Source: an optimization exercise on an open RTL-to-GDS flow (aim: small area, a short achievable clock period and few clock cycles per item). Production flows keep margins and buffers that such runs may drop.
Only simulation tests tie the RTL to the original design; equivalence was not proved.
Power figures rest on the tool's default switching activity, not on a simulated workload.

[flow/flow/run.sh]
#!/bin/bash
# The standard layout, with the port buffers made from buf_4 cells instead
# of the delay buffers buffer_ports picks by default, and timing repair
# asked to leave a setup margin.
set -euo pipefail
bash standard.sh BUFFER_PORTS_ARGS="-buffer_cell sky130_fd_sc_hd__buf_4" SETUP_SLACK_MARGIN=6.9 finish > standard.log 2>&1
[flow/standard.sh]
#!/bin/bash
# synth_recipe.tcl (not shown) runs the flow's synth.tcl, then flattens the netlist and writes it again
# the make line also repeats each setting of config.mk as NAME=value (left out here)
make -C /OpenROAD-flow-scripts/flow DESIGN_CONFIG=/design/flow/config.mk WORK_HOME=/design/flow/orfs CLKGATE_MAP_FILE= SYNTH_SCRIPT=/design/flow/synth_recipe.tcl "${@:-finish}"
[flow/config.mk]
export PLATFORM = sky130hd
export DESIGN_NAME = nccLogTop
export DESIGN_NICKNAME = nccLogTop
export VERILOG_FILES = /design/flow/design.v
export SDC_FILE = /design/flow/constraint.sdc
export NUM_CORES = 4
export LEC_CHECK = 0
export ABC_AREA = 1
export CAP_MARGIN = 20
export CORE_MARGIN = 2
export CORE_UTILIZATION = 60
export SLEW_MARGIN = 20
[flow/constraint.sdc]
create_clock -name core_clock -period 10.0 [get_ports {clk}]
set_input_delay 2.0000 -clock core_clock [delete_from_list [all_inputs] [get_ports {clk}]]
set_output_delay 2.0000 -clock core_clock [all_outputs]
set_load 0.01 [all_outputs]
[flow/design.v]
`default_nettype none
package nccPkg;
	parameter int FracBits = 5;
	parameter int PipeBits = 69;
endpackage
`default_nettype wire
`timescale 1ns/1ps
`default_nettype none
module logDecode (
	input logic [7:0] mag,
	output logic zero,
	output logic [2:0] exp,
	output logic [nccPkg::FracBits-1:0] frac
);
	logic [3:0] upper4;
	logic [1:0] upper2;
	logic [7:0] justified;
	always_comb begin
		exp[2] = |mag[7:4];
		upper4 = exp[2] ? mag[7:4] : mag[3:0];
		exp[1] = |upper4[3:2];
		upper2 = exp[1] ? upper4[3:2] : upper4[1:0];
		exp[0] = upper2[1];
	end
	assign justified = mag << (3'd7 - exp);
	assign frac = justified[6 -: nccPkg::FracBits];
	assign zero = (mag == 8'd0);
endmodule
`default_nettype wire
`timescale 1ns/1ps
`default_nettype none
module logTap (
	input logic [4:0] frac,
	input logic [3:0] expSum,
	input logic live,
	input logic descNeg,
	output logic [14:0] term,
	output logic neg
);
	logic [20:0] shifted;
	always_comb begin
		shifted = {15'd0, 1'b1, frac} << expSum;
		neg = descNeg && live;
		term = (shifted[19:5] & {15{live}}) ^ {15{neg}};
	end
endmodule
`default_nettype wire
`timescale 1ns/1ps
`default_nettype none
module tapArray (
	input logic clk,
	input logic rst,
	input logic shiftDesc,
	input logic shiftWin,
	input logic decNeg,
	input logic decZero,
	input logic [2:0] decExp,
	input logic [4:0] decFrac,
	input logic pipeLoad,
	output logic [nccPkg::PipeBits-1:0] pipe
);
	localparam int NumTaps = 8;
	localparam int PipeBits = nccPkg::PipeBits;
	logic [7:0] log0;
	logic [NumTaps-2:0][8:0] logStep;
	logic [NumTaps-1:0] dNeg;
	logic [NumTaps-1:0] dZero;
	logic [NumTaps-1:0] wZero;
	logic [NumTaps-1:0][8:0] logSum;
	logic [NumTaps-1:0][8:0] logNext;
	logic [NumTaps-1:0] wZeroNext;
	logic [NumTaps-1:0] negNext;
	logic [3:0] negCountNext;
	logic [3:0] negCount;
	logic [NumTaps-1:0][14:0] terms;
	logic [NumTaps-1:0] negs;
	logic [4:0] negHigh;
	logic [19:0] corr;
	logic [PipeBits-1:0] pipeNext;
	always_ff @(posedge clk or posedge rst) begin
		if (rst) begin
			log0 <= '0;
			logStep <= '0;
			dNeg <= '0;
			dZero <= '0;
		end else if (shiftDesc) begin
			log0 <= {decExp, decFrac};
			logStep <= {logStep[NumTaps-3:0], {1'b0, log0} - {1'b0, decExp, decFrac}};
			dNeg <= {dNeg[NumTaps-2:0], decNeg};
			dZero <= {dZero[NumTaps-2:0], decZero};
		end
	end
	always_comb begin
		wZeroNext = {wZero[NumTaps-2:0], decZero};
		negNext = dNeg & ~dZero & ~wZeroNext;
	end
	popCount8 negPop (.bits(negNext), .count(negCountNext));
	always_comb begin
		logNext[0] = {1'b0, log0} + {1'b0, decExp, decFrac};
		for (int i = 1; i < NumTaps; i++) logNext[i] = logSum[i-1] + logStep[i-1];
	end
	always_ff @(posedge clk) begin
		if (shiftWin) begin
			wZero <= wZeroNext;
			negCount <= negCountNext;
			logSum <= logNext;
		end
	end
	for (genvar i = 0; i < NumTaps; i++) begin : gTap
		logTap tap (.frac(logSum[i][4:0]), .expSum(logSum[i][8:5]),
			.live(!dZero[i] && !wZero[i]), .descNeg(dNeg[i]),
			.term(terms[i]), .neg(negs[i]));
	end
	always_comb begin
		negHigh = 5'd0 - {1'b0, negCount};
		corr = {negHigh, 11'd0, negCount};
	end
	logic s0, c0, s1, c1, s2, c2, s3, c3, s4, c4, s5, c5, s6, c6, s7, c7, s8, c8, s9, c9, s10, c10, s11, c11, s12, c12, s13, c13, s14, c14, s15, c15, s16, c16, s17, c17, s18, c18, s19, c19, s20, c20, s21, c21, s22, c22, s23, c23, s24, c24, s25, c25, s26, c26, s27, c27, s28, c28, s29, c29, s30, c30, s31, c31, s32, c32, s33, c33, s34, c34, s35, c35, s36, c36, s37, c37, s38, c38, s39, c39, s40, c40, s41, c41, s42, c42, s43, c43, s44, c44, s45, c45, s46, c46, s47, c47, s48, c48, s49, c49, s50, c50, s51, c51, s52, c52, s53, c53, s54, c54, s55, c55, s56, c56, s57, c57, s58, c58, s59, c59, s60, c60, s61, c61, s62, c62, s63, c63, s64, c64, s65, c65, s66, c66, s67, c67, s68, c68, s69, c69, s70, c70, s71, c71, s72, c72, s73, c73;
	assign s0 = terms[0][0] ^ terms[1][0] ^ terms[2][0];
	assign c0 = (terms[0][0] & terms[1][0]) | (terms[0][0] & terms[2][0]) | (terms[1][0] & terms[2][0]);
	assign s1 = terms[3][0] ^ terms[4][0];
	assign c1 = terms[3][0] & terms[4][0];
	assign s2 = terms[0][1] ^ terms[1][1] ^ terms[2][1];
	assign c2 = (terms[0][1] & terms[1][1]) | (terms[0][1] & terms[2][1]) | (terms[1][1] & terms[2][1]);
	assign s3 = terms[3][1] ^ terms[4][1] ^ terms[5][1];
	assign c3 = (terms[3][1] & terms[4][1]) | (terms[3][1] & terms[5][1]) | (terms[4][1] & terms[5][1]);
	assign s4 = terms[6][1] ^ terms[7][1];
	assign c4 = terms[6][1] & terms[7][1];
	assign s5 = terms[0][2] ^ terms[1][2] ^ terms[2][2];
	assign c5 = (terms[0][2] & terms[1][2]) | (terms[0][2] & terms[2][2]) | (terms[1][2] & terms[2][2]);
	assign s6 = terms[3][2] ^ terms[4][2] ^ terms[5][2];
	assign c6 = (terms[3][2] & terms[4][2]) | (terms[3][2] & terms[5][2]) | (terms[4][2] & terms[5][2]);
	assign s7 = terms[6][2] ^ terms[7][2] ^ corr[2];
	assign c7 = (terms[6][2] & terms[7][2]) | (terms[6][2] & corr[2]) | (terms[7][2] & corr[2]);
	assign s8 = terms[0][3] ^ terms[1][3] ^ terms[2][3];
	assign c8 = (terms[0][3] & terms[1][3]) | (terms[0][3] & terms[2][3]) | (terms[1][3] & terms[2][3]);
	assign s9 = terms[3][3] ^ terms[4][3] ^ terms[5][3];
	assign c9 = (terms[3][3] & terms[4][3]) | (terms[3][3] & terms[5][3]) | (terms[4][3] & terms[5][3]);
	assign s10 = terms[6][3] ^ terms[7][3] ^ corr[3];
	assign c10 = (terms[6][3] & terms[7][3]) | (terms[6][3] & corr[3]) | (terms[7][3] & corr[3]);
	assign s11 = terms[0][4] ^ terms[1][4] ^ terms[2][4];
	assign c11 = (terms[0][4] & terms[1][4]) | (terms[0][4] & terms[2][4]) | (terms[1][4] & terms[2][4]);
	assign s12 = terms[3][4] ^ terms[4][4] ^ terms[5][4];
	assign c12 = (terms[3][4] & terms[4][4]) | (terms[3][4] & terms[5][4]) | (terms[4][4] & terms[5][4]);
	assign s13 = terms[6][4] ^ terms[7][4];
	assign c13 = terms[6][4] & terms[7][4];
	assign s14 = terms[0][5] ^ terms[1][5] ^ terms[2][5];
	assign c14 = (terms[0][5] & terms[1][5]) | (terms[0][5] & terms[2][5]) | (terms[1][5] & terms[2][5]);
	assign s15 = terms[3][5] ^ terms[4][5] ^ terms[5][5];
	assign c15 = (terms[3][5] & terms[4][5]) | (terms[3][5] & terms[5][5]) | (terms[4][5] & terms[5][5]);
	assign s16 = terms[6][5] ^ terms[7][5];
	assign c16 = terms[6][5] & terms[7][5];
	assign s17 = terms[0][6] ^ terms[1][6] ^ terms[2][6];
	assign c17 = (terms[0][6] & terms[1][6]) | (terms[0][6] & terms[2][6]) | (terms[1][6] & terms[2][6]);
	assign s18 = terms[3][6] ^ terms[4][6] ^ terms[5][6];
	assign c18 = (terms[3][6] & terms[4][6]) | (terms[3][6] & terms[5][6]) | (terms[4][6] & terms[5][6]);
	assign s19 = terms[6][6] ^ terms[7][6];
	assign c19 = terms[6][6] & terms[7][6];
	assign s20 = terms[0][7] ^ terms[1][7] ^ terms[2][7];
	assign c20 = (terms[0][7] & terms[1][7]) | (terms[0][7] & terms[2][7]) | (terms[1][7] & terms[2][7]);
	assign s21 = terms[3][7] ^ terms[4][7] ^ terms[5][7];
	assign c21 = (terms[3][7] & terms[4][7]) | (terms[3][7] & terms[5][7]) | (terms[4][7] & terms[5][7]);
	assign s22 = terms[6][7] ^ terms[7][7];
	assign c22 = terms[6][7] & terms[7][7];
	assign s23 = terms[0][8] ^ terms[1][8] ^ terms[2][8];
	assign c23 = (terms[0][8] & terms[1][8]) | (terms[0][8] & terms[2][8]) | (terms[1][8] & terms[2][8]);
	assign s24 = terms[3][8] ^ terms[4][8] ^ terms[5][8];
	assign c24 = (terms[3][8] & terms[4][8]) | (terms[3][8] & terms[5][8]) | (terms[4][8] & terms[5][8]);
	assign s25 = terms[6][8] ^ terms[7][8];
	assign c25 = terms[6][8] & terms[7][8];
	assign s26 = terms[0][9] ^ terms[1][9] ^ terms[2][9];
	assign c26 = (terms[0][9] & terms[1][9]) | (terms[0][9] & terms[2][9]) | (terms[1][9] & terms[2][9]);
	assign s27 = terms[3][9] ^ terms[4][9] ^ terms[5][9];
	assign c27 = (terms[3][9] & terms[4][9]) | (terms[3][9] & terms[5][9]) | (terms[4][9] & terms[5][9]);
	assign s28 = terms[6][9] ^ terms[7][9];
	assign c28 = terms[6][9] & terms[7][9];
	assign s29 = terms[0][10] ^ terms[1][10] ^ terms[2][10];
	assign c29 = (terms[0][10] & terms[1][10]) | (terms[0][10] & terms[2][10]) | (terms[1][10] & terms[2][10]);
	assign s30 = terms[3][10] ^ terms[4][10] ^ terms[5][10];
	assign c30 = (terms[3][10] & terms[4][10]) | (terms[3][10] & terms[5][10]) | (terms[4][10] & terms[5][10]);
	assign s31 = terms[6][10] ^ terms[7][10];
	assign c31 = terms[6][10] & terms[7][10];
	assign s32 = terms[0][11] ^ terms[1][11] ^ terms[2][11];
	assign c32 = (terms[0][11] & terms[1][11]) | (terms[0][11] & terms[2][11]) | (terms[1][11] & terms[2][11]);
	assign s33 = terms[3][11] ^ terms[4][11] ^ terms[5][11];
	assign c33 = (terms[3][11] & terms[4][11]) | (terms[3][11] & terms[5][11]) | (terms[4][11] & terms[5][11]);
	assign s34 = terms[6][11] ^ terms[7][11];
	assign c34 = terms[6][11] & terms[7][11];
	assign s35 = terms[0][12] ^ terms[1][12] ^ terms[2][12];
	assign c35 = (terms[0][12] & terms[1][12]) | (terms[0][12] & terms[2][12]) | (terms[1][12] & terms[2][12]);
	assign s36 = terms[3][12] ^ terms[4][12] ^ terms[5][12];
	assign c36 = (terms[3][12] & terms[4][12]) | (terms[3][12] & terms[5][12]) | (terms[4][12] & terms[5][12]);
	assign s37 = terms[6][12] ^ terms[7][12];
	assign c37 = terms[6][12] & terms[7][12];
	assign s38 = terms[0][13] ^ terms[1][13] ^ terms[2][13];
	assign c38 = (terms[0][13] & terms[1][13]) | (terms[0][13] & terms[2][13]) | (terms[1][13] & terms[2][13]);
	assign s39 = terms[3][13] ^ terms[4][13] ^ terms[5][13];
	assign c39 = (terms[3][13] & terms[4][13]) | (terms[3][13] & terms[5][13]) | (terms[4][13] & terms[5][13]);
	assign s40 = terms[6][13] ^ terms[7][13];
	assign c40 = terms[6][13] & terms[7][13];
	assign s41 = terms[0][14] ^ terms[1][14] ^ terms[2][14];
	assign c41 = (terms[0][14] & terms[1][14]) | (terms[0][14] & terms[2][14]) | (terms[1][14] & terms[2][14]);
	assign s42 = terms[3][14] ^ terms[4][14] ^ terms[5][14];
	assign c42 = (terms[3][14] & terms[4][14]) | (terms[3][14] & terms[5][14]) | (terms[4][14] & terms[5][14]);
	assign s43 = terms[6][14] ^ terms[7][14];
	assign c43 = terms[6][14] & terms[7][14];
	assign s44 = terms[5][0] ^ terms[6][0] ^ terms[7][0];
	assign c44 = (terms[5][0] & terms[6][0]) | (terms[5][0] & terms[7][0]) | (terms[6][0] & terms[7][0]);
	assign s45 = corr[1] ^ s2 ^ s3;
	assign c45 = (corr[1] & s2) | (corr[1] & s3) | (s2 & s3);
	assign s46 = s4 ^ c0;
	assign c46 = s4 & c0;
	assign s47 = s5 ^ s6 ^ s7;
	assign c47 = (s5 & s6) | (s5 & s7) | (s6 & s7);
	assign s48 = c2 ^ c3 ^ c4;
	assign c48 = (c2 & c3) | (c2 & c4) | (c3 & c4);
	assign s49 = s8 ^ s9 ^ s10;
	assign c49 = (s8 & s9) | (s8 & s10) | (s9 & s10);
	assign s50 = c5 ^ c6 ^ c7;
	assign c50 = (c5 & c6) | (c5 & c7) | (c6 & c7);
	assign s51 = s11 ^ s12 ^ s13;
	assign c51 = (s11 & s12) | (s11 & s13) | (s12 & s13);
	assign s52 = c8 ^ c9 ^ c10;
	assign c52 = (c8 & c9) | (c8 & c10) | (c9 & c10);
	assign s53 = s14 ^ s15 ^ s16;
	assign c53 = (s14 & s15) | (s14 & s16) | (s15 & s16);
	assign s54 = c11 ^ c12 ^ c13;
	assign c54 = (c11 & c12) | (c11 & c13) | (c12 & c13);
	assign s55 = s17 ^ s18 ^ s19;
	assign c55 = (s17 & s18) | (s17 & s19) | (s18 & s19);
	assign s56 = c14 ^ c15 ^ c16;
	assign c56 = (c14 & c15) | (c14 & c16) | (c15 & c16);
	assign s57 = s20 ^ s21 ^ s22;
	assign c57 = (s20 & s21) | (s20 & s22) | (s21 & s22);
	assign s58 = c17 ^ c18 ^ c19;
	assign c58 = (c17 & c18) | (c17 & c19) | (c18 & c19);
	assign s59 = s23 ^ s24 ^ s25;
	assign c59 = (s23 & s24) | (s23 & s25) | (s24 & s25);
	assign s60 = c20 ^ c21 ^ c22;
	assign c60 = (c20 & c21) | (c20 & c22) | (c21 & c22);
	assign s61 = s26 ^ s27 ^ s28;
	assign c61 = (s26 & s27) | (s26 & s28) | (s27 & s28);
	assign s62 = c23 ^ c24 ^ c25;
	assign c62 = (c23 & c24) | (c23 & c25) | (c24 & c25);
	assign s63 = s29 ^ s30 ^ s31;
	assign c63 = (s29 & s30) | (s29 & s31) | (s30 & s31);
	assign s64 = c26 ^ c27 ^ c28;
	assign c64 = (c26 & c27) | (c26 & c28) | (c27 & c28);
	assign s65 = s32 ^ s33 ^ s34;
	assign c65 = (s32 & s33) | (s32 & s34) | (s33 & s34);
	assign s66 = c29 ^ c30 ^ c31;
	assign c66 = (c29 & c30) | (c29 & c31) | (c30 & c31);
	assign s67 = s35 ^ s36 ^ s37;
	assign c67 = (s35 & s36) | (s35 & s37) | (s36 & s37);
	assign s68 = c32 ^ c33 ^ c34;
	assign c68 = (c32 & c33) | (c32 & c34) | (c33 & c34);
	assign s69 = s38 ^ s39 ^ s40;
	assign c69 = (s38 & s39) | (s38 & s40) | (s39 & s40);
	assign s70 = c35 ^ c36 ^ c37;
	assign c70 = (c35 & c36) | (c35 & c37) | (c36 & c37);
	assign s71 = s41 ^ s42 ^ s43;
	assign c71 = (s41 & s42) | (s41 & s43) | (s42 & s43);
	assign s72 = c38 ^ c39 ^ c40;
	assign c72 = (c38 & c39) | (c38 & c40) | (c39 & c40);
	assign s73 = corr[15] ^ c41 ^ c42;
	assign c73 = (corr[15] & c41) | (corr[15] & c42) | (c41 & c42);
	assign pipeNext = {corr[19], corr[18], corr[17], c73, corr[16], c72, c71, s73, c43, c70, c69, s72, s71, c68, c67, s70, s69, c66, c65, s68, s67, c64, c63, s66, s65, c62, c61, s64, s63, c60, c59, s62, s61, c58, c57, s60, s59, c56, c55, s58, s57, c54, c53, s56, s55, c52, c51, s54, s53, c50, c49, s52, s51, c48, c47, s50, s49, c46, c45, s48, s47, c44, s46, s45, c1, s44, s1, s0, corr[0]};
	always_ff @(posedge clk) begin
		if (pipeLoad) pipe <= pipeNext;
	end
endmodule
`default_nettype wire
`timescale 1ns/1ps
`default_nettype none
module popCount8 (
	input logic [7:0] bits,
	output logic [3:0] count
);
	logic [2:0] s1;
	logic [2:0] c1;
	logic s2;
	logic c2;
	logic s3;
	logic c3;
	logic c4;
	always_comb begin
		s1[0] = bits[0] ^ bits[1] ^ bits[2];
		c1[0] = (bits[0] & bits[1]) | (bits[0] & bits[2]) | (bits[1] & bits[2]);
		s1[1] = bits[3] ^ bits[4] ^ bits[5];
		c1[1] = (bits[3] & bits[4]) | (bits[3] & bits[5]) | (bits[4] & bits[5]);
		s1[2] = bits[6] ^ bits[7];
		c1[2] = bits[6] & bits[7];
		count[0] = s1[0] ^ s1[1] ^ s1[2];
		c2 = (s1[0] & s1[1]) | (s1[0] & s1[2]) | (s1[1] & s1[2]);
		s2 = c1[0] ^ c1[1] ^ c1[2];
		c3 = (c1[0] & c1[1]) | (c1[0] & c1[2]) | (c1[1] & c1[2]);
		count[1] = s2 ^ c2;
		c4 = s2 & c2;
		count[2] = c3 ^ c4;
		count[3] = c3 & c4;
	end
endmodule
`default_nettype wire
`timescale 1ns/1ps
`default_nettype none
module scoreResult (
	input logic clk,
	input logic rst,
	input logic advance,
	input logic [nccPkg::PipeBits-1:0] pipe,
	input logic sumValid,
	output logic [19:0] score,
	output logic scoreValid
);
	logic [19:0] rowA;
	logic [19:0] rowB;
	logic [19:0] sum;
	logic s74, c74, s75, c75, s76, c76, s77, c77, s78, c78, s79, c79, s80, c80, s81, c81, s82, c82, s83, c83, s84, c84, s85, c85, s86, c86, s87, c87, s88, c88, s89, c89, s90, c90, s91, c91, s92, c92, s93, c93, s94, c94, s95, c95, s96, c96, s97, c97, s98, c98, s99, c99, s100, c100, s101, c101, s102, c102, s103, c103, s104, c104, s105, c105, s106, c106;
	assign s74 = pipe[0] ^ pipe[1];
	assign c74 = pipe[0] & pipe[1];
	assign s75 = pipe[4] ^ pipe[5] ^ pipe[6];
	assign c75 = (pipe[4] & pipe[5]) | (pipe[4] & pipe[6]) | (pipe[5] & pipe[6]);
	assign s76 = pipe[8] ^ pipe[9] ^ pipe[10];
	assign c76 = (pipe[8] & pipe[9]) | (pipe[8] & pipe[10]) | (pipe[9] & pipe[10]);
	assign s77 = pipe[12] ^ pipe[13] ^ pipe[14];
	assign c77 = (pipe[12] & pipe[13]) | (pipe[12] & pipe[14]) | (pipe[13] & pipe[14]);
	assign s78 = pipe[16] ^ pipe[17] ^ pipe[18];
	assign c78 = (pipe[16] & pipe[17]) | (pipe[16] & pipe[18]) | (pipe[17] & pipe[18]);
	assign s79 = pipe[20] ^ pipe[21] ^ pipe[22];
	assign c79 = (pipe[20] & pipe[21]) | (pipe[20] & pipe[22]) | (pipe[21] & pipe[22]);
	assign s80 = pipe[24] ^ pipe[25] ^ pipe[26];
	assign c80 = (pipe[24] & pipe[25]) | (pipe[24] & pipe[26]) | (pipe[25] & pipe[26]);
	assign s81 = pipe[28] ^ pipe[29] ^ pipe[30];
	assign c81 = (pipe[28] & pipe[29]) | (pipe[28] & pipe[30]) | (pipe[29] & pipe[30]);
	assign s82 = pipe[32] ^ pipe[33] ^ pipe[34];
	assign c82 = (pipe[32] & pipe[33]) | (pipe[32] & pipe[34]) | (pipe[33] & pipe[34]);
	assign s83 = pipe[36] ^ pipe[37] ^ pipe[38];
	assign c83 = (pipe[36] & pipe[37]) | (pipe[36] & pipe[38]) | (pipe[37] & pipe[38]);
	assign s84 = pipe[40] ^ pipe[41] ^ pipe[42];
	assign c84 = (pipe[40] & pipe[41]) | (pipe[40] & pipe[42]) | (pipe[41] & pipe[42]);
	assign s85 = pipe[44] ^ pipe[45] ^ pipe[46];
	assign c85 = (pipe[44] & pipe[45]) | (pipe[44] & pipe[46]) | (pipe[45] & pipe[46]);
	assign s86 = pipe[48] ^ pipe[49] ^ pipe[50];
	assign c86 = (pipe[48] & pipe[49]) | (pipe[48] & pipe[50]) | (pipe[49] & pipe[50]);
	assign s87 = pipe[52] ^ pipe[53] ^ pipe[54];
	assign c87 = (pipe[52] & pipe[53]) | (pipe[52] & pipe[54]) | (pipe[53] & pipe[54]);
	assign s88 = pipe[56] ^ pipe[57] ^ pipe[58];
	assign c88 = (pipe[56] & pipe[57]) | (pipe[56] & pipe[58]) | (pipe[57] & pipe[58]);
	assign s89 = pipe[60] ^ pipe[61] ^ pipe[62];
	assign c89 = (pipe[60] & pipe[61]) | (pipe[60] & pipe[62]) | (pipe[61] & pipe[62]);
	assign s90 = pipe[2] ^ pipe[3];
	assign c90 = pipe[2] & pipe[3];
	assign s91 = pipe[7] ^ s75 ^ c74;
	assign c91 = (pipe[7] & s75) | (pipe[7] & c74) | (s75 & c74);
	assign s92 = pipe[11] ^ s76 ^ c75;
	assign c92 = (pipe[11] & s76) | (pipe[11] & c75) | (s76 & c75);
	assign s93 = pipe[15] ^ s77 ^ c76;
	assign c93 = (pipe[15] & s77) | (pipe[15] & c76) | (s77 & c76);
	assign s94 = pipe[19] ^ s78 ^ c77;
	assign c94 = (pipe[19] & s78) | (pipe[19] & c77) | (s78 & c77);
	assign s95 = pipe[23] ^ s79 ^ c78;
	assign c95 = (pipe[23] & s79) | (pipe[23] & c78) | (s79 & c78);
	assign s96 = pipe[27] ^ s80 ^ c79;
	assign c96 = (pipe[27] & s80) | (pipe[27] & c79) | (s80 & c79);
	assign s97 = pipe[31] ^ s81 ^ c80;
	assign c97 = (pipe[31] & s81) | (pipe[31] & c80) | (s81 & c80);
	assign s98 = pipe[35] ^ s82 ^ c81;
	assign c98 = (pipe[35] & s82) | (pipe[35] & c81) | (s82 & c81);
	assign s99 = pipe[39] ^ s83 ^ c82;
	assign c99 = (pipe[39] & s83) | (pipe[39] & c82) | (s83 & c82);
	assign s100 = pipe[43] ^ s84 ^ c83;
	assign c100 = (pipe[43] & s84) | (pipe[43] & c83) | (s84 & c83);
	assign s101 = pipe[47] ^ s85 ^ c84;
	assign c101 = (pipe[47] & s85) | (pipe[47] & c84) | (s85 & c84);
	assign s102 = pipe[51] ^ s86 ^ c85;
	assign c102 = (pipe[51] & s86) | (pipe[51] & c85) | (s86 & c85);
	assign s103 = pipe[55] ^ s87 ^ c86;
	assign c103 = (pipe[55] & s87) | (pipe[55] & c86) | (s87 & c86);
	assign s104 = pipe[59] ^ s88 ^ c87;
	assign c104 = (pipe[59] & s88) | (pipe[59] & c87) | (s88 & c87);
	assign s105 = pipe[63] ^ s89 ^ c88;
	assign c105 = (pipe[63] & s89) | (pipe[63] & c88) | (s89 & c88);
	assign s106 = pipe[64] ^ pipe[65] ^ c89;
	assign c106 = (pipe[64] & pipe[65]) | (pipe[64] & c89) | (pipe[65] & c89);
	assign rowA = {pipe[68], pipe[67], pipe[66], s106, s105, s104, s103, s102, s101, s100, s99, s98, s97, s96, s95, s94, s93, s92, s91, s74};
	assign rowB = {1'b0, 1'b0, c106, c105, c104, c103, c102, c101, c100, c99, c98, c97, c96, c95, c94, c93, c92, c91, c90, s90};
	assign sum = rowA + rowB;
	always_ff @(posedge clk) begin
		if (advance) score <= sum;
	end
	always_ff @(posedge clk or posedge rst) begin
		if (rst) begin
			scoreValid <= 1'b0;
		end else if (advance) begin
			scoreValid <= sumValid;
		end
	end
endmodule
`default_nettype wire
`timescale 1ns/1ps
`default_nettype none
module nccLogTop (
	input logic clk,
	input logic rst,
	input logic [8:0] inBeat,
	input logic inValid,
	output logic inReady,
	output logic signed [19:0] score,
	output logic scoreValid,
	input logic scoreReady
);
	logic advance;
	logic [8:0] beatQ;
	logic beatValid;
	logic [8:0] skidBeat;
	logic skidValid;
	logic inStall;
	logic beatLoad;
	logic beatZero;
	logic [2:0] beatExp;
	logic [4:0] beatFrac;
	logic [3:0] fill;
	logic chainScore;
	logic pipeScore;
	logic descBeat;
	logic winBeat;
	logic shiftDesc;
	logic shiftWin;
	logic [nccPkg::PipeBits-1:0] pipe;
	assign advance = !scoreValid || scoreReady;
	assign beatLoad = advance || !beatValid;
	always_ff @(posedge clk) begin
		if (beatLoad) beatQ <= skidValid ? skidBeat : inBeat;
		if (!skidValid) skidBeat <= inBeat;
	end
	always_ff @(posedge clk or posedge rst) begin
		if (rst) begin
			beatValid <= 1'b0;
			skidValid <= 1'b0;
			inStall <= 1'b0;
		end else if (beatLoad) begin
			beatValid <= skidValid || inValid;
			skidValid <= 1'b0;
			inStall <= 1'b0;
		end else if (inValid && !skidValid) begin
			skidValid <= 1'b1;
			inStall <= 1'b1;
		end
	end
	assign inReady = !inStall;
	logDecode decode (
		.mag(beatQ[8] ? {1'b0, beatQ[6:0]} : beatQ[7:0]),
		.zero(beatZero), .exp(beatExp), .frac(beatFrac));
	assign descBeat = beatValid && beatQ[8];
	assign winBeat = beatValid && !beatQ[8];
	assign shiftDesc = advance && descBeat;
	assign shiftWin = advance && winBeat;
	always_ff @(posedge clk or posedge rst) begin
		if (rst) begin
			fill <= '0;
			chainScore <= 1'b0;
			pipeScore <= 1'b0;
		end else if (advance) begin
			chainScore <= winBeat && (fill >= 4'd7);
			pipeScore <= chainScore;
			if (descBeat) begin
				fill <= '0;
			end else if (winBeat && fill != 4'd8) begin
				fill <= fill + 1'b1;
			end
		end
	end
	tapArray taps (.clk, .rst, .shiftDesc, .shiftWin, .decNeg(beatQ[7]), .decZero(beatZero),
		.decExp(beatExp), .decFrac(beatFrac), .pipeLoad(advance), .pipe);
	scoreResult result (.clk, .rst, .advance, .pipe, .sumValid(pipeScore),
		.score, .scoreValid);
endmodule
`default_nettype wire
==> flow_summary_export.csv, run 1 <==
group,metric,value,unit
final_layout,synthToLayoutAreaGrowth,14.2,%
logic_synthesis,synth_seq_area_share,40.5,%
grt,grtUsageTotal,30.4,%
logic_synthesis,synth_top_cells_by_area,"edfxtp_1, dfrtp_1, fa_1",
critical_path,setup.worst_path.end_class,"register",
pwr,vdd_ir_drop_max,0.000420,V
hold_path,min_path_type,"register to register",
critical_path,crit_path_start_kind,"register",
logic_synthesis,synth_area,19900,sq um
final_layout,finalNetCount,2577,
critical_path,arrival,3.37,ns
logic_synthesis,synthTopCellsByCount,"nand2_1, inv_1, o21ai_0",
clock_tree,cts_max_level,2,
logic_synthesis,avgSynthCellArea,8.79,sq um
logic_synthesis,syn-num-nets,2489,
grt,grt_first_pass_wirelength,79200,microns
placement,place_congestion,0.921,
clock_tree,cts.path.max_buffers,3,
die,floorplan.initialDensity,61.0,%
die,io_pins,35,
die,rows,66,
critical_path,path_class,"register to register",
logic_synthesis,synth_ff_type,"edfxtp_1",
die,die_w,186,microns
logic_synthesis,synthCells,2259,
critical_path,cp_max_fo,7,
routing,via_per_inst,5.53,
sta,finalSetupViolations,0,
clock_tree,cts_buffers,34,
logic_synthesis,yosys_register_bits,287,
sta,fin_crit_sh,31.1,%
logic_synthesis,synth_top_area_share,27.5,%
placement,place_ws,5.73,ns
grt,grt_max_degree,104,
run_status,outcome,"timing/DRC/antenna clean",
die,coreArea,32500,sq um
logic_synthesis,yosysMostFrequentCell,"nand2_1",
placement,dp_hpwl,38700,microns
sta,setup_slack,6.89,ns
final_layout,final_cell_area,22700,sq um
sta,slew_headroom,49.1,%
sta,finalHoldViolations,0,
grt,first_global_vias,14700,
routing,routed.top_layer,"met4",
routing,dr_wl_met3,2500,microns
final_layout,fin_util,69.7,%
pwr,p_leak,0.0107,uW
sta,final_max_slew_viol_count,0,
sta,worstMarginPinSlew,0.763,ns
logic_synthesis,synth_area_leader_cell,"edfxtp_1",
routing,drt_pre_antenna_iters,5,
routing,wl_met2,25800,microns
sta,rsz0062_at_grt,"yes",
sta,clock.fmax,322,MHz
flow_run,cap_violations,0,
grt,antenna_found_initial,0,
critical_path,startpoint,"beatQ[4]",
final_layout,antenna_cells,0,
sta,worst_hold_slack,0.453,ns
critical_path,rr_startpoint,"beatQ[4]",
placement,dpl_cell_area,20500,sq um
routing,drc,0,
routing,wl,52900,microns
clock_tree,cts.sinks,287,
pwr,power_density,363,nW/um^2
critical_path,cp_data_required_time,10.26,ns
sta,tns,0,ns
final_layout,final_layout_size_suffix_gt1_share,11.6,%
routing,wl_met1,22400,microns
routing,drtAntennaViolNets,0,
clock_tree,clk_pin_slew,0.06,ns
die,fp.dieH,186,microns
hold_path,min_from,"skidBeat[8]",
clock_tree,cts_tree,"done",
logic_synthesis,synth_edf_count,182,
placement,portBuffers,34,
routing,vias,15500,
sta,final.min_clock_period,3.11,ns
logic_synthesis,yosysUniqueCellTypes,50,
die,dieArea,34600,sq um
sta,clock-skew-final,0.0197,ns
clock_tree,clockRootBuffer,"clkbuf_16",
logic_synthesis,ys_warn_count,6,
clock_tree,clkLatencyLatePin,0.52,ns
routing,drtIter0Drc,1113,
logic_synthesis,synthArstFlopShare,33.4,%
routing,wl_per_cell,18.8,microns
grt,grt_overflow,0,
[worst paths after layout]
path | depth (start not counted) | slack (ns) | to
worst max-delay path | 16 | 6.89 | taps.logSum[6]
worst min-delay path | 2 | 0.45 | skidBeat[8]
worst max register to register | 16 | 6.89 | taps.logSum[6]
worst min register to register | 2 | 0.45 | skidBeat[8]
max in group asynchronous | 4 | 7.13 | taps.logStep[37]
min in group asynchronous | 3 | 1.65 | taps.logStep[46]
[placed cells by master (no fill, tap or decap), drive strengths merged, types with 20 or more instances in the layout]
master / instances
o21ai: 208
inv: 323
dfrtp: 96
ha: 112
nand2: 543
xor2: 114
nand4: 23
o22ai: 20
edfxtp: 182
clkbuf: 46
buf: 96
a21oi: 125
nand3: 73
xnor2: 28
nor2: 163
fa: 105
[report_power, final]
group          switching [uW]  internal (uW)  total [uW]
registers                 331           1930        2260
clock network             497            730        1230
logic                    2950           1790        4740
total                    3780           4450        8230
[critical path: stages, from the launching register on]
cell and delay (ns):
edfxtp_1 0.46, nor2_4 0.17, nand3_4 0.12, o21ai_4 0.19
clkinv_4 0.13, nand2_8 0.12, buf_4 0.12, nand3_4 0.08
a21oi_4 0.17, ha_1 0.17, inv_1 0.07, fa_2 0.37
o31ai_2 0.26, nand2_1 0.09, nand2_1 0.09, a21oi_1 0.10
xor2_1 0.15
[flip-flops by register name, indices dropped and copies added, names as in the netlist, 4 cells and up]
name / count
result.score: 20
taps.dZero: 8
skidBeat: 9
beatQ: 9
taps.dNeg: 8
taps.log0: 8
taps.negCount: 4
taps.wZero: 8
taps.logStep: 63
fill: 4
taps.pipe: 69
taps.logSum: 72
[what timing repair did]
| item | CTS | global route |
|---|---|---|
| buffers inserted | 12 | 46 |
| pin swaps | 4 | 24 |
| endpoints found under the hold margin | 0 | 0 |
| hold buffers | 0 | 0 |
| cloned | 2 | 2 |
| resized for setup | 42 | 125 |
| setup endpoints to repair | 241 | 122 |
[metrics by stage]
step,cells,power (uW)
3_5_place_dp,2691,6540
6_report,2812,8230
4_1_cts,2764,7840
5_1_grt,2812,8840
3_3_place_gp,2691,6450
2_1_floorplan,2259,5180
[cell families after synthesis]
group | Yosys count | synth area share (%)
AOI/OAI and AO/OA | 401 | 10.9
xor gates and xnor gates | 142 | 6.26
adders and majority gates | 217 | 17.6
buffers and inverters | 382 | 7.39
DFF | 287 | 40.5
muxes | 2 | 0.101
and+or+nand+nor | 828 | 17.1
[routing by layer]
layer  track usage, %  vias up
met5                0        -
met4             11.6        0
met3             3.52      100
met2             52.8      442
met1             39.1     7420
li1                 -     7578
[cell type report]
cell class | instances | area [sq um]
clock buffers | 43 | 956
clock inverters | 16 | 146
fillers | 2625 | 9850
inverters | 332 | 1280
multi-input cells | 1591 | 10800
flip-flops and latches | 287 | 8050
well taps | 442 | 553
repair buffers | 101 | 868
Testbench counts, summed over its fixed seeds: cycles 3,360, items 2,848.
==> run 2, diff against run 1 <==
--- a/flow/config.mk
+++ b/flow/config.mk
@@ -11,2 +11,3 @@
 export CORE_UTILIZATION = 60
+export CTS_BUF_LIST = sky130_fd_sc_hd__clkbuf_8
 export SLEW_MARGIN = 20
==> flow_summary_export.csv, run 2 <==
group,metric,value,unit
critical_path,ff2ff_path_depth,24,
clock_tree,clk_pin_slew,0.07,ns
critical_path,setup.worst_path.end_class,"register",
clock_tree,cts.sinks,287,
die,fp.dieH,186,microns
critical_path,startpoint,"inStall",
logic_synthesis,ys_warn_count,6,
sta,worstMarginPinSlew,0.772,ns
critical_path,rr_startpoint,"inStall",
clock_tree,postCtsHoldBufs,0,
sta,finalSetupViolations,0,
logic_synthesis,synthCells,2259,
grt,grt_overflow,0,
final_layout,largest_register_ffs,72,
pwr,power_density,354,nW/um^2
final_layout,antenna_cells,0,
final_layout,largestRegisters,"taps.logSum (72), taps.pipe (69), taps.logStep (63)",
clock_tree,cts_tree,"done",
logic_synthesis,synthArstFlopShare,33.4,%
logic_synthesis,synth_top_cells_by_area,"edfxtp_1, dfrtp_1, fa_1",
placement,portBuffers,34,
critical_path,regToRegSetupSlack,6.61,ns
logic_synthesis,synth_edf_count,182,
final_layout,finalNetCount,2626,
placement,place_congestion,0.921,
sta,slew_headroom,48.5,%
final_layout,largest_register,"taps.logSum",
die,io_pins,35,
logic_synthesis,synth_top_area_share,27.5,%
critical_path,crit_path_start_kind,"register",
logic_synthesis,yosysMostFrequentCell,"nand2_1",
logic_synthesis,yosys_register_bits,287,
logic_synthesis,yosysUniqueCellTypes,50,
routing,drtIter0Drc,1259,
critical_path,cp_max_fo,6,
grt,grt_max_degree,104,
hold_path,min_from,"skidBeat[6]",
die,rows,66,
sta,tns,0,ns
routing,wl_per_cell,19.0,microns
critical_path,rr_endpoint,"beatQ[1]",
die,coreArea,32500,sq um
final_layout,layout_commonest_cell,"nand2_1",
sta,final_max_slew_viol_count,0,
clock_tree,cts_max_level,2,
placement,dpl_cell_area,20500,sq um
critical_path,cp_data_required_time,10.37,ns
flow_run,cap_violations,0,
routing,wl,54600,microns
logic_synthesis,synth_ff_type,"edfxtp_1",
hold_path,min_path_type,"register to register",
pwr,total_power,8150,uW
clock_tree,cts.path.max_buffers,3,
sta,clock-skew-final,0.0344,ns
final_layout,fin_util,70.9,%
clock_tree,clockRootBuffer,"clkbuf_8",
run_status,outcome,"timing/DRC/antenna clean",
critical_path,path_class,"register to register",
grt,grtUsageTotal,30.7,%
grt,first_global_vias,14900,
sta,clock.fmax,295,MHz
critical_path,arrival,3.76,ns
pwr,vdd_ir_drop_max,0.000406,V
sta,rsz0062_at_grt,"yes",
clock_tree,cts_buffers,49,
logic_synthesis,synth_area,19900,sq um
sta,final.min_clock_period,3.39,ns
sta,worst_hold_slack,0.468,ns
hold_path,holdPathEnd,"skidBeat[6]",
hold_path,hold_depth,2,
routing,drc,0,
placement,dp_hpwl,38700,microns
logic_synthesis,avgSynthCellArea,8.79,sq um
clock_tree,clkLatencyLatePin,0.62,ns
final_layout,synthToLayoutAreaGrowth,16.1,%
pwr,p_leak,0.0109,uW
final_layout,final_cell_area,23100,sq um
final_layout,final_cell_mix,"nand2_1, inv_1, edfxtp_1",
logic_synthesis,synth_area_leader_cell,"edfxtp_1",
routing,drt_pre_antenna_iters,6,
logic_synthesis,syn-num-nets,2489,
routing,vias,15900,
routing,via_per_inst,5.52,
grt,antenna_found_initial,0,
die,die_w,186,microns
logic_synthesis,synthTopCellsByCount,"nand2_1, inv_1, o21ai_0",
final_layout,final_layout_size_suffix_gt1_share,14.1,%
logic_synthesis,synth_seq_area_share,40.5,%
die,dieArea,34600,sq um
sta,fin_crit_sh,33.9,%
grt,grt_first_pass_wirelength,79600,microns
routing,drtAntennaViolNets,0,
die,floorplan.initialDensity,61.0,%
sta,finalHoldViolations,0,
run 2: cell counts after synthesis:
Identical to the previous run, type by type.
run 2: worst max-delay path, cell delays in order (launching register included):
cell and delay [ns]:
dfrtp_2 0.39, clkinvlp_4 0.10, buf_4 0.14, buf_6 0.10, buf_4 0.12, buf_4 0.12
buf_4 0.12, buf_6 0.10, buf_6 0.10, buf_6 0.10, buf_4 0.12, buf_4 0.12
buf_4 0.12, buf_4 0.13, buf_4 0.13, buf_4 0.12, buf_4 0.12, buf_4 0.13
buf_4 0.12, buf_6 0.11, buf_6 0.11, buf_6 0.12, buf_12 0.14, nand2_4 0.06
nand2_2 0.07
run 2: cell families after synthesis:
family	count (synthesis)	synth area share [%]
AND/OR/NAND/NOR	828	17.1
AO/OA/AOI/OAI	401	10.9
buffers and inverters	382	7.39
flip-flops	287	40.5
adder cells (fa/ha/maj)	217	17.6
XOR/XNOR	142	6.26
multiplexers	2	0.101
run 2: final cells by class:
cell class              count  area (sq um)
repair buffers            135          1230
inverters                 332          1280
well taps                 442           553
clock inverters            30           200
multi-input cells        1591         10900
fillers                  2526          9470
clock buffers              60           826
flip-flops and latches    287          8050
run 2: worst max-delay path by stage:
stage	endpoint	slack, ns	depth (start not counted)
CTS	inReady	6.74	2
floorplan	fill[3]	5.89	7
global placement	fill[3]	5.78	10
global route	beatQ[0]	6.58	24
finish	beatQ[1]	6.61	24
detailed placement	fill[3]	5.73	10
run 2: metrics by stage:
stage / setup WS (ns) / std cells
final: 6.61 / 2877
after global routing: 6.58 / 2877
after CTS: 6.74 / 2816
after detailed placement: 5.73 / 2691
after global placement: 5.78 / 2691
after floorplan: 5.89 / 2259
run 2: what timing repair did:
item,CTS,global route
setup endpoints to repair,264,207
cloned,1,3
pin swaps,4,33
resized for setup,53,156
buffers inserted,34,58
run 2: report_power, final:
group	internal [uW]	switching, uW	total, uW
registers	1930	335	2260
clock network	619	494	1110
logic	1820	2950	4780
run 2: per-layer routing:
metal	track usage, %	routed length (microns)	share of wire, %	up-vias
met3	3.93	2830	5.2	144
met5	0	0	0	-
li1	-	-	-	7688
met1	38.8	22300	41	7549
met4	13.4	2770	5.1	0
met2	53.0	26600	49	494
==> run 3, diff against run 2 <==
--- a/flow/design.v
+++ b/flow/design.v
@@ -439,3 +439,2 @@
 			skidValid <= 1'b0;
-			inStall <= 1'b0;
 		end else if (beatLoad) begin
@@ -443,5 +442,12 @@
 			skidValid <= 1'b0;
-			inStall <= 1'b0;
 		end else if (inValid && !skidValid) begin
 			skidValid <= 1'b1;
+		end
+	end
+	always_ff @(posedge clk or posedge rst) begin
+		if (rst) begin
+			inStall <= 1'b0;
+		end else if (beatLoad) begin
+			inStall <= 1'b0;
+		end else if (inValid) begin
 			inStall <= 1'b1;
--- a/flow/config.mk
+++ b/flow/config.mk
@@ -11,3 +11,2 @@
 export CORE_UTILIZATION = 60
-export CTS_BUF_LIST = sky130_fd_sc_hd__clkbuf_8
 export SLEW_MARGIN = 20
==> flow_summary_export.csv, run 3 <==
group,metric,value,unit
clock_tree,cts.sinks,288,
final_layout,final_cell_mix,"nand2_1, inv_1, edfxtp_1",
final_layout,largest_register_ffs,72,
clock_tree,clockRootBuffer,"clkbuf_16",
logic_synthesis,yosysUniqueCellTypes,50,
logic_synthesis,ys_warn_count,6,
final_layout,largest_register,"taps.logSum",
routing,vias,15500,
sta,slew_headroom,27.2,%
critical_path,cp_top_family,"compound AO/OA/AOI/OAI gates",
sta,setup_slack,6.94,ns
critical_path,slowest_delay,0.44,ns
critical_path,path_cells,"nor2_4, nand3_4, o21ai_4, inv_6, buf_6, nand3_4, nand3_4, a21oi_4, ha_2, inv_2, fa_2, o31ai_4, nand2_1, nand2_1, a21oi_2, nor2_1, nor2_1, o21bai_2",
clock_tree,clkLatencyLatePin,0.51,ns
critical_path,arrival,3.39,ns
hold_path,min_path_type,"register to register",
sta,tns,0,ns
die,io_pins,35,
logic_synthesis,synth_ff_type,"edfxtp_1",
clock_tree,postCtsHoldBufs,0,
logic_synthesis,yosys_register_bits,288,
critical_path,slowest_stage,"edfxtp_1",
final_layout,antenna_cells,0,
sta,worst_hold_slack,0.447,ns
die,fp.dieH,186,microns
logic_synthesis,synth_area_leader_cell,"edfxtp_1",
grt,antenna_found_initial,0,
placement,place_ws,5.55,ns
sta,clock.fmax,326,MHz
sta,finalHoldViolations,0,
logic_synthesis,synthTopCellsByCount,"nand2_1, inv_1, o21ai_0",
clock_tree,cts.path.max_buffers,3,
critical_path,ff2ff_path_depth,18,
placement,dp_hpwl,37000,microns
final_layout,nFillCells,2608,
placement,portBuffers,34,
die,coreArea,32600,sq um
pwr,power_density,349,nW/um^2
critical_path,path_buf_inv,3,
logic_synthesis,avgSynthCellArea,8.83,sq um
die,rows,66,
sta,worstMarginPinSlew,1.09,ns
critical_path,path_class,"register to register",
routing,drtAntennaViolNets,0,
die,die_w,186,microns
pwr,p_leak,0.0105,uW
logic_synthesis,yosysMostFrequentCell,"nand2_1",
final_layout,layout_commonest_cell,"nand2_1",
clock_tree,cts_buffers,34,
final_layout,finalNetCount,2567,
final_layout,synthToLayoutAreaGrowth,12.9,%
final_layout,largestRegisters,"taps.logSum (72), taps.pipe (69), taps.logStep (63)",
routing,wl,50100,microns
logic_synthesis,synth_edf_count,182,
routing,drtIter0Drc,1260,
sta,final.min_clock_period,3.06,ns
sta,clock-skew-final,0.0167,ns
final_layout,final_cells,2803,
sta,fin_crit_sh,30.6,%
placement,dpl_cell_area,20600,sq um
logic_synthesis,syn-num-nets,2487,
routing,wl_per_cell,17.9,microns
logic_synthesis,synth_top_area_share,27.4,%
final_layout,final_layout_size_suffix_gt1_share,10.4,%
grt,first_global_vias,14600,
final_layout,final_cell_area,22500,sq um
clock_tree,cts_max_level,2,
die,dieArea,34700,sq um
placement,numPlacedInstances,2689,
routing,drc,0,
critical_path,setup.worst_path.end_class,"register",
sta,rsz0062_at_grt,"yes",
clock_tree,clk_pin_slew,0.06,ns
grt,grtUsageTotal,28.6,%
flow_run,cap_violations,0,
sta,finalSetupViolations,0,
critical_path,cp_max_fo,6,
logic_synthesis,synth_top_cells_by_area,"edfxtp_1, dfrtp_1, fa_1",
die,floorplan.initialDensity,61.1,%
logic_synthesis,synthArstFlopShare,33.7,%
routing,via_per_inst,5.52,
critical_path,crit_path_start_kind,"register",
logic_synthesis,synth_seq_area_share,40.5,%
critical_path,path_depth,18,
grt,grt_max_degree,78,
clock_tree,cts_tree,"done",
pwr,vdd_ir_drop_max,0.000322,V
logic_synthesis,synth_area,19900,sq um
logic_synthesis,synthCells,2257,
grt,grt_overflow,0,
run_status,outcome,"timing/DRC/antenna clean",
grt,grt_first_pass_wirelength,76300,microns
hold_path,hold_depth,2,
placement,place_congestion,0.928,
critical_path,crit_path_frequent_cell,"nand3_4",
critical_path,cp_data_required_time,10.33,ns
routing,drt_pre_antenna_iters,6,
sta,final_max_slew_viol_count,0,
[run 3: cell types whose count changed in the layout (fill, tap and decap cells not counted), moves of 9 or more]
cell and delta:
clkbuf_8 -57, clkbuf_16 +35, buf_6 -29, buf_4 -16, inv_1 -16, nand2_1 +14
nand2_2 -10, nor2_1 +9
[run 3: cells by family (layout without fill, tap and decap cells)]
| logic type | after synthesis | after routing | share of synthesized area [%] |
|---|---|---|---|
| compound gates | 403 | 403 | 11.0 |
| xor+xnor | 142 | 142 | 6.24 |
| fa+ha+maj | 217 | 217 | 17.6 |
| buf+inv | 381 | 482 | 7.36 |
| flops | 288 | 288 | 40.5 |
| mux | 2 | 2 | 0.100 |
| simple gates | 824 | 827 | 17.2 |
[run 3: repair_timing]
action / 4_1_cts / 5_1_grt
resized for setup: 38 / 77
endpoints found under the setup margin: 248 / 138
pin swaps: 13 / 24
gates cloned: 6 / 1
setup buffers: 16 / 31
[run 3: worst min-delay path, cell delays in order, from the launching register on]
cell and delay, ns:
dfxtp_1 0.30, nand2_1 0.05, nand2_1 0.06
[run 3: power by group]
part           switching, uW  internal [uW]
registers                298           1930
clock network            479            704
logic                   2750           1690
total                   3520           4320
[run 3: path summary, 6_finish.rpt]
path	start	to	slack, ns
max	beatQ[4]	taps.logSum[8]	6.94
min	skidBeat[5]	skidBeat[5]	0.45
max reg2reg	beatQ[4]	taps.logSum[8]	6.94
min reg2reg	skidBeat[5]	skidBeat[5]	0.45
max in group asynchronous	rst	taps.log0[0]	7.29
min in group asynchronous	rst	taps.logStep[56]	1.63
[run 3: per-stage QoR]
step | util [%] | power [uW]
floorplan | - | 5170
global placement | 63.1 | 6270
detailed placement | 63.1 | 6390
CTS | 67.4 | 7650
global route | 69.0 | 8480
finish | 69.0 | 7850
[run 3: final cells by class]
class,count,area [sq um],area share (%)
repair inverters,3,17.5,0.0778
multi-input cells,1591,10800,47.9
clock buffers,46,968,4.30
flip-flops and latches,288,8070,35.9
well taps,442,553,2.46
repair buffers,87,747,3.32
clock inverters,14,97.6,0.434
inverters,332,1270,5.64
[run 3: per-layer routing]
layer / track usage, % / vias to the layer above / wire (microns)
li1: - / 7540 / -
met1: 36.6 / 7380 / 20800
met2: 51.3 / 450 / 25400
met3: 2.80 / 99 / 2260
met4: 9.39 / 0 / 1660
met5: 0 / - / 0
Testbench counts of run 3, summed over its fixed seeds: cycles 3,360, items 2,848.
==> run 4, diff against run 3 <==
--- a/flow/flow/run.sh
+++ b/flow/flow/run.sh
@@ -5,2 +5,2 @@
 set -euo pipefail
-bash standard.sh BUFFER_PORTS_ARGS="-buffer_cell sky130_fd_sc_hd__buf_4" SETUP_SLACK_MARGIN=6.9 finish > standard.log 2>&1
+bash standard.sh BUFFER_PORTS_ARGS="-buffer_cell sky130_fd_sc_hd__buf_4" SETUP_SLACK_MARGIN=7.0 finish > standard.log 2>&1
==> flow_summary_export.csv, run 4 <==
group,metric,value,unit
grt,grt_max_degree,78,
final_layout,nFillCells,2521,
die,io_pins,35,
logic_synthesis,yosys.area_share.simple,17.2,%
grt,grt_overflow,0,
final_layout,largest_register_ffs,72,
logic_synthesis,synthCells,2257,
placement,place_congestion,0.928,
routing,wl_per_cell,18.1,microns
die,die_w,186,microns
pwr,vdd_ir_drop_max,0.000284,V
sta,slew_headroom,48.9,%
routing,via_per_inst,5.56,
critical_path,arrival,3.42,ns
placement,numPlacedInstances,2689,
grt,antenna_found_initial,0,
sta,finalHoldViolations,0,
hold_path,min_path_type,"register to register",
final_layout,regArea,8070,sq um
sta,finalSetupViolations,0,
sta,setup_slack,6.91,ns
critical_path,path_class,"register to register",
sta,fin_crit_sh,30.9,%
logic_synthesis,ys_warn_count,6,
final_layout,largestRegisters,"taps.logSum (72), taps.pipe (69), taps.logStep (63)",
die,floorplan.initialDensity,61.1,%
logic_synthesis,synth_adder_area_share,17.6,%
clock_tree,cts_max_level,2,
critical_path,crit_path_start_kind,"register",
routing,drtIter0Drc,1179,
die,fp.dieH,186,microns
logic_synthesis,synth_seq_area_share,40.5,%
logic_synthesis,yosysUniqueCellTypes,50,
pwr,p_leak,0.0107,uW
grt,first_global_vias,14800,
final_layout,antenna_cells,0,
sta,clock.fmax,324,MHz
critical_path,setup.worst_path.end_class,"register",
sta,tns,0,ns
final_layout,final_cell_mix,"nand2_1, inv_1, edfxtp_1",
critical_path,cp_max_fo,7,
logic_synthesis,synth_area_leader_cell,"edfxtp_1",
clock_tree,clockRootBuffer,"clkbuf_16",
logic_synthesis,synth_top_family_by_area,"adder cells",
routing,vias,15700,
sta,final.min_clock_period,3.09,ns
logic_synthesis,synthArstFlopShare,33.7,%
final_layout,synthToLayoutAreaGrowth,16.1,%
logic_synthesis,synth_top_cells_by_area,"edfxtp_1, dfrtp_1, fa_1",
logic_synthesis,synth_edf_count,182,
sta,clock-skew-final,0.0184,ns
final_layout,layout_commonest_cell,"nand2_1",
pwr,power_density,357,nW/um^2
clock_tree,clk_pin_slew,0.06,ns
placement,place_ws,5.55,ns
sta,worstMarginPinSlew,0.766,ns
logic_synthesis,synthTopCellsByCount,"nand2_1, inv_1, o21ai_0",
clock_tree,cts.path.max_buffers,3,
routing,drc,0,
logic_synthesis,yosysMostFrequentCell,"nand2_1",
die,coreArea,32600,sq um
logic_synthesis,synth_compound_area_share,11.0,%
clock_tree,clkLatencyLatePin,0.51,ns
final_layout,largest_register,"taps.logSum",
die,rows,66,
logic_synthesis,synth_xor_area_share,6.24,%
clock_tree,postCtsHoldBufs,0,
run_status,outcome,"timing/DRC/antenna clean",
final_layout,multi_input_comb_area,11100,sq um
final_layout,final_layout_size_suffix_gt1_share,14.1,%
clock_tree,cts.sinks,288,
die,dieArea,34700,sq um
clock_tree,cts_buffers,34,
routing,drt_pre_antenna_iters,5,
grt,grt_first_pass_wirelength,76800,microns
logic_synthesis,synth_ff_type,"edfxtp_1",
sta,worst_hold_slack,0.448,ns
routing,drtAntennaViolNets,0,
logic_synthesis,synthMuxAreaShare,0.100,%
logic_synthesis,syn-num-nets,2487,
final_layout,finalNetCount,2596,
logic_synthesis,yosys_register_bits,288,
logic_synthesis,avgSynthCellArea,8.83,sq um
placement,portBuffers,34,
critical_path,cp_data_required_time,10.33,ns
grt,grtUsageTotal,28.8,%
clock_tree,cts_tree,"done",
placement,dp_hpwl,37000,microns
logic_synthesis,synth_area,19900,sq um
routing,wl,51300,microns
flow_run,cap_violations,0,
logic_synthesis,synth_top_area_share,27.4,%
sta,rsz0062_at_grt,"yes",
pwr,total_power,8270,uW
sta,final_max_slew_viol_count,0,
final_layout,final_cells,2832,
==> run 4: what timing repair did <==
| item | CTS | global route |
|---|---|---|
| gates resized for setup | 76 | 163 |
| pin swaps | 14 | 24 |
| buffers inserted | 32 | 41 |
| setup endpoints to repair | 344 | 133 |
| gates cloned | 5 | 5 |
==> run 4: per-layer routing <==
metal,routed length [microns],track usage (%),vias up
met1,20600,35.8,7528
met3,2570,3.52,127
met4,2300,10.4,0
met5,0,0,-
met2,25800,51.7,484
li1,-,-,7603
==> run 4: cell families (layout without fill, tap and decap cells) <==
family | Yosys count | after routing
AO/OA/AOI/OAI | 403 | 403
XOR/XNOR | 142 | 142
adder cells (fa/ha/maj) | 217 | 217
buffers and inverters | 381 | 511
flip-flops | 288 | 288
multiplexers | 2 | 2
AND/OR/NAND/NOR | 824 | 827
==> run 4: worst paths after layout <==
kind | start | to | slack (ns) | cells after the start
worst max-delay path | beatQ[5] | taps.logSum[8] | 6.91 | 17
worst min-delay path | skidBeat[5] | skidBeat[5] | 0.45 | 2
worst max register to register | beatQ[5] | taps.logSum[8] | 6.91 | 17
worst min register to register | skidBeat[5] | skidBeat[5] | 0.45 | 2
max in group asynchronous | rst | taps.log0[0] | 7.31 | 3
min in group asynchronous | rst | taps.logStep[52] | 1.62 | 2
==> run 4: critical path, cell delays in order (launching register included) <==
cell and delay, ns:
edfxtp_1 0.41, nor2_4 0.07, buf_4 0.14, a31oi_4 0.30, nand2_8 0.11, inv_6 0.10, nand3_2 0.11, a21oi_4 0.25
ha_2 0.22, inv_2 0.04, fa_2 0.37, o31ai_4 0.25, nand2_1 0.08, nand2_1 0.08, a21oi_2 0.07, nor2_1 0.09
nor2_1 0.05, o21bai_2 0.17
==> run 4: report_power, final <==
part / total, uW / switching [uW] / leakage (uW) / internal, uW
logic: 4850 / 2930 / 0.00698 / 1920
registers: 2230 / 306 / 0.00322 / 1930
clock network: 1180 / 479 / 0.000511 / 704
total: 8270 / 3710 / 0.0107 / 4560
==> run 4: final cells by class <==
| type | count | share of cell area [%] |
|---|---|---|
| clock buffers | 46 | 4.18 |
| multi-input cells | 1591 | 48.0 |
| repair inverters | 4 | 0.119 |
| inverters | 332 | 5.57 |
| well taps | 442 | 2.39 |
| clock inverters | 14 | 0.422 |
| flip-flops and latches | 288 | 34.9 |
| repair buffers | 115 | 4.45 |
==> run 4: stage by stage <==
step | utilization [%] | instance area [sq um]
global placement | 63.1 | 20600
floorplan | - | 20000
global route | 71.0 | 23100
CTS | 68.2 | 22200
detailed placement | 63.1 | 20600
finish | 71.0 | 23100
==> run 5, diff against run 4 <==
--- a/flow/design.v
+++ b/flow/design.v
@@ -3,3 +3,3 @@
 	parameter int FracBits = 5;
-	parameter int PipeBits = 69;
+	parameter int PipeBits = 68;
 endpackage
@@ -76,4 +76,4 @@
 	logic [NumTaps-1:0] negs;
-	logic [4:0] negHigh;
-	logic [19:0] corr;
+	logic [3:0] negHigh;
+	logic [18:0] corr;
 	logic [PipeBits-1:0] pipeNext;
@@ -114,3 +114,3 @@
 	always_comb begin
-		negHigh = 5'd0 - {1'b0, negCount};
+		negHigh = 4'd0 - negCount;
 		corr = {negHigh, 11'd0, negCount};
@@ -266,3 +266,3 @@
 	assign c73 = (corr[15] & c41) | (corr[15] & c42) | (c41 & c42);
-	assign pipeNext = {corr[19], corr[18], corr[17], c73, corr[16], c72, c71, s73, c43, c70, c69, s72, s71, c68, c67, s70, s69, c66, c65, s68, s67, c64, c63, s66, s65, c62, c61, s64, s63, c60, c59, s62, s61, c58, c57, s60, s59, c56, c55, s58, s57, c54, c53, s56, s55, c52, c51, s54, s53, c50, c49, s52, s51, c48, c47, s50, s49, c46, c45, s48, s47, c44, s46, s45, c1, s44, s1, s0, corr[0]};
+	assign pipeNext = {corr[18], corr[17], c73, corr[16], c72, c71, s73, c43, c70, c69, s72, s71, c68, c67, s70, s69, c66, c65, s68, s67, c64, c63, s66, s65, c62, c61, s64, s63, c60, c59, s62, s61, c58, c57, s60, s59, c56, c55, s58, s57, c54, c53, s56, s55, c52, c51, s54, s53, c50, c49, s52, s51, c48, c47, s50, s49, c46, c45, s48, s47, c44, s46, s45, c1, s44, s1, s0, corr[0]};
 	always_ff @(posedge clk) begin
@@ -314,5 +314,6 @@
 );
-	logic [19:0] rowA;
-	logic [19:0] rowB;
-	logic [19:0] sum;
+	logic [18:0] rowA;
+	logic [18:0] rowB;
+	logic [18:0] sum;
+	logic [18:0] scoreQ;
 	logic s74, c74, s75, c75, s76, c76, s77, c77, s78, c78, s79, c79, s80, c80, s81, c81, s82, c82, s83, c83, s84, c84, s85, c85, s86, c86, s87, c87, s88, c88, s89, c89, s90, c90, s91, c91, s92, c92, s93, c93, s94, c94, s95, c95, s96, c96, s97, c97, s98, c98, s99, c99, s100, c100, s101, c101, s102, c102, s103, c103, s104, c104, s105, c105, s106, c106;
@@ -384,8 +385,9 @@
 	assign c106 = (pipe[64] & pipe[65]) | (pipe[64] & c89) | (pipe[65] & c89);
-	assign rowA = {pipe[68], pipe[67], pipe[66], s106, s105, s104, s103, s102, s101, s100, s99, s98, s97, s96, s95, s94, s93, s92, s91, s74};
-	assign rowB = {1'b0, 1'b0, c106, c105, c104, c103, c102, c101, c100, c99, c98, c97, c96, c95, c94, c93, c92, c91, c90, s90};
+	assign rowA = {pipe[67], pipe[66], s106, s105, s104, s103, s102, s101, s100, s99, s98, s97, s96, s95, s94, s93, s92, s91, s74};
+	assign rowB = {1'b0, c106, c105, c104, c103, c102, c101, c100, c99, c98, c97, c96, c95, c94, c93, c92, c91, c90, s90};
 	assign sum = rowA + rowB;
 	always_ff @(posedge clk) begin
-		if (advance) score <= sum;
+		if (advance) scoreQ <= sum;
 	end
+	assign score = {scoreQ[18], scoreQ};
 	always_ff @(posedge clk or posedge rst) begin
--- a/flow/flow/run.sh
+++ b/flow/flow/run.sh
@@ -5,2 +5,2 @@
 set -euo pipefail
-bash standard.sh BUFFER_PORTS_ARGS="-buffer_cell sky130_fd_sc_hd__buf_4" SETUP_SLACK_MARGIN=7.0 finish > standard.log 2>&1
+bash standard.sh BUFFER_PORTS_ARGS="-buffer_cell sky130_fd_sc_hd__buf_4" SETUP_SLACK_MARGIN=6.8 finish > standard.log 2>&1
==> flow_summary_export.csv, run 5 <==
group,metric,value,unit
logic_synthesis,avgSynthCellArea,8.78,sq um
hold_path,holdPathEnd,"skidBeat[0]",
placement,portBuffers,34,
critical_path,cp_max_fo,73,
critical_path,setup.worst_path.end_class,"register",
final_layout,synthToLayoutAreaGrowth,11.4,%
critical_path,crit_path_start_kind,"input pin",
grt,grt_overflow,0,
die,dieArea,34500,sq um
final_layout,antenna_cells,0,
logic_synthesis,synth_area_leader_cell,"edfxtp_1",
final_layout,largest_register,"taps.logSum",
final_layout,regArea,8010,sq um
final_layout,finalNetCount,2536,
die,coreArea,32500,sq um
routing,drtIter0Drc,1183,
sta,slew_headroom,33.6,%
placement,dp_hpwl,36700,microns
clock_tree,cts.path.max_buffers,3,
logic_synthesis,yosysMostFrequentCell,"nand2_1",
pwr,power_density,361,nW/um^2
placement,place_congestion,0.942,
logic_synthesis,synthCells,2260,
hold_path,hold_depth,2,
routing,wl,47600,microns
pwr,p_int,4490,uW
sta,tns,0,ns
grt,grtUsageTotal,27.9,%
routing,wl_per_cell,17.2,microns
clock_tree,postCtsHoldBufs,0,
final_layout,final_cell_mix,"nand2_1, inv_1, o21ai_0",
final_layout,fin_util,67.9,%
critical_path,path_cells,"buf_4, nor2_4, nor2_4, inv_2, buf_6, a21oi_1, o21ai_0, nand2_1",
grt,grt_first_pass_wirelength,74100,microns
final_layout,nFillCells,2675,
sta,finalHoldViolations,0,
clock_tree,cts_buffers,34,
clock_tree,clk_pin_slew,0.06,ns
logic_synthesis,synthTopCellsByCount,"nand2_1, inv_1, o21ai_0",
logic_synthesis,synth_seq_area_share,40.4,%
routing,via_per_inst,5.45,
flow_run,cap_violations,0,
logic_synthesis,synth_area,19800,sq um
critical_path,path_class,"input pin to register",
critical_path,path_buf_inv,3,
clock_tree,cts_max_level,2,
routing,vias,15100,
sta,clock.fmax,322,MHz
pwr,p_leak,0.0105,uW
critical_path,slowest_stage,"buf_6",
hold_path,min_path_type,"register to register",
critical_path,rr_startpoint,"taps.dNeg[0]",
final_layout,layout_commonest_cell,"nand2_1",
placement,dpl_cell_area,20500,sq um
final_layout,largest_register_ffs,72,
pwr,swShare,43.7,%
logic_synthesis,ys_warn_count,6,
final_layout,multi_input_comb_area,10500,sq um
critical_path,cp_top_family,"buffers and inverters",
die,fp.dieH,186,microns
logic_synthesis,synth_top_cells_by_area,"edfxtp_1, dfrtp_1, fa_1",
critical_path,rr_endpoint,"taps.negCount[2]",
routing,drc,0,
pwr,p_comb_share,54.2,%
pwr,vdd_ir_drop_max,0.000269,V
sta,worst_hold_slack,0.454,ns
sta,clock-skew-final,0.0138,ns
sta,final.min_clock_period,3.10,ns
critical_path,crit_path_frequent_cell,"nor2_4",
die,io_pins,35,
final_layout,largestRegisters,"taps.logSum (72), taps.pipe (68), taps.logStep (63)",
pwr,p_switching,3480,uW
logic_synthesis,synthArstFlopShare,33.9,%
clock_tree,cts.sinks,286,
routing,drtAntennaViolNets,0,
die,rows,66,
die,floorplan.initialDensity,61.0,%
sta,finalSetupViolations,0,
final_layout,final_cell_area,22100,sq um
die,die_w,186,microns
logic_synthesis,synth_edf_count,180,
pwr,seq_power_share,27.8,%
grt,first_global_vias,14300,
grt,grt_max_degree,86,
critical_path,slowest_delay,0.46,ns
critical_path,arrival,3.49,ns
hold_path,min_from,"skidBeat[0]",
critical_path,ff2ff_path_depth,6,
grt,antenna_found_initial,0,
clock_tree,clkLatencyLatePin,0.51,ns
sta,worstMarginPinSlew,0.995,ns
critical_path,cp_data_required_time,10.39,ns
logic_synthesis,syn-num-nets,2490,
sta,rsz0062_at_grt,"yes",
logic_synthesis,synth_ff_type,"edfxtp_1",
sta,fin_crit_sh,31.0,%
pwr,p_clk_share,18.0,%
sta,final_max_slew_viol_count,0,
logic_synthesis,yosys_register_bits,286,
pwr,total_power,7970,uW
run_status,outcome,"timing/DRC/antenna clean",
logic_synthesis,synth_top_area_share,27.2,%
clock_tree,clockRootBuffer,"clkbuf_16",
final_layout,final_layout_size_suffix_gt1_share,7.63,%
logic_synthesis,yosysUniqueCellTypes,49,
routing,drt_pre_antenna_iters,7,
critical_path,regToRegSetupSlack,6.92,ns
clock_tree,cts_tree,"done",
run 5: cell count changes after synthesis, sizes merged, moves of 3 or more:
cell | previous run | this run
o22ai | 18 | 23
clkbuf | 29 | 22
a21oi | 126 | 119
o21ai | 208 | 202
nand3 | 68 | 59
nand4 | 22 | 25
inv | 325 | 334
buf | 20 | 28
o32ai | 4 | 0
run 5: worst register-to-register path, delay by kind of cell, from the launching register on:
family	cells	cell delay [ns]
fa+ha+maj	4	1.44
buf+inv	1	0.26
flops	1	0.62
simple gates	1	0.52
run 5: what timing repair did:
action / 4_1_cts / 5_1_grt
pin swaps: 1 / 10
buffers inserted: 3 / 17
setup endpoints to repair: 80 / 188
resized for setup: 5 / 38
cloned: 1 / 0
run 5: cell families after synthesis:
| kind of cell | synth area share (%) |
|---|---|
| flip-flops | 40.4 |
| AO/OA/AOI/OAI | 10.7 |
| buffers and inverters | 7.69 |
| adder cells (fa/ha/maj) | 17.7 |
| multiplexers | 0.202 |
| XOR/XNOR | 6.36 |
| AND/OR/NAND/NOR | 17.0 |
run 5: layer usage:
| layer | vias to the layer above | global-route usage [%] | part of all wire [%] |
|---|---|---|---|
| li1 | 7480 | - | - |
| met1 | 7183 | 37.0 | 43 |
| met2 | 389 | 47.9 | 49 |
| met3 | 80 | 3.19 | 4.5 |
| met4 | 0 | 9.67 | 3.3 |
| met5 | - | 0 | 0 |
run 5: through the flow:
step | cells | setup slack, ns
after floorplan | 2260 | 5.87
after global placement | 2691 | 6.14
after detailed placement | 2691 | 6.10
after CTS | 2757 | 6.71
after global routing | 2774 | 6.67
final | 2774 | 6.90
run 5: power by group through the flow:
stage / Sequential, uW / Clock (uW) / Combinational, uW
finish: 2210 / 1440 / 4320
global route: 2260 / 1510 / 4890
detailed placement: 2240 / 0 / 4170
floorplan: 2110 / 0 / 3080
CTS: 2210 / 1460 / 4200
global placement: 2230 / 0 / 4080
run 5: worst max path at each step:
stage	startpoint	end	cells after the start	slack, ns
2_1_floorplan	scoreReady	fill[3]	7	5.87
5_1_grt	beatQ[4]	taps.logSum[8]	16	6.67
3_3_place_gp	scoreReady	taps.log0[0]	6	6.14
6_report	scoreReady	taps.logStep[5]	8	6.90
4_1_cts	beatQ[4]	taps.negCount[2]	8	6.71
3_5_place_dp	scoreReady	taps.log0[0]	6	6.10
run 5: final cells by class:
cell class	instances	area share [%]
multi-input cells	1583	47.3
flip-flops and latches	286	36.3
inverters	342	5.86
clock buffers	43	4.47
well taps	442	2.50
repair buffers	59	2.09
clock inverters	19	1.49
Testbench counts of run 5, summed over its fixed seeds: cycles 3,360, items 2,848.

Setup slack of run 5, layout unchanged: 6.898 ns with ideal ports, 6.885 ns with driving cells assumed (clock clkbuf_16, inputs buf_2), 6.363 ns with port delays also shifted by the 0.560 ns mid clock arrival.
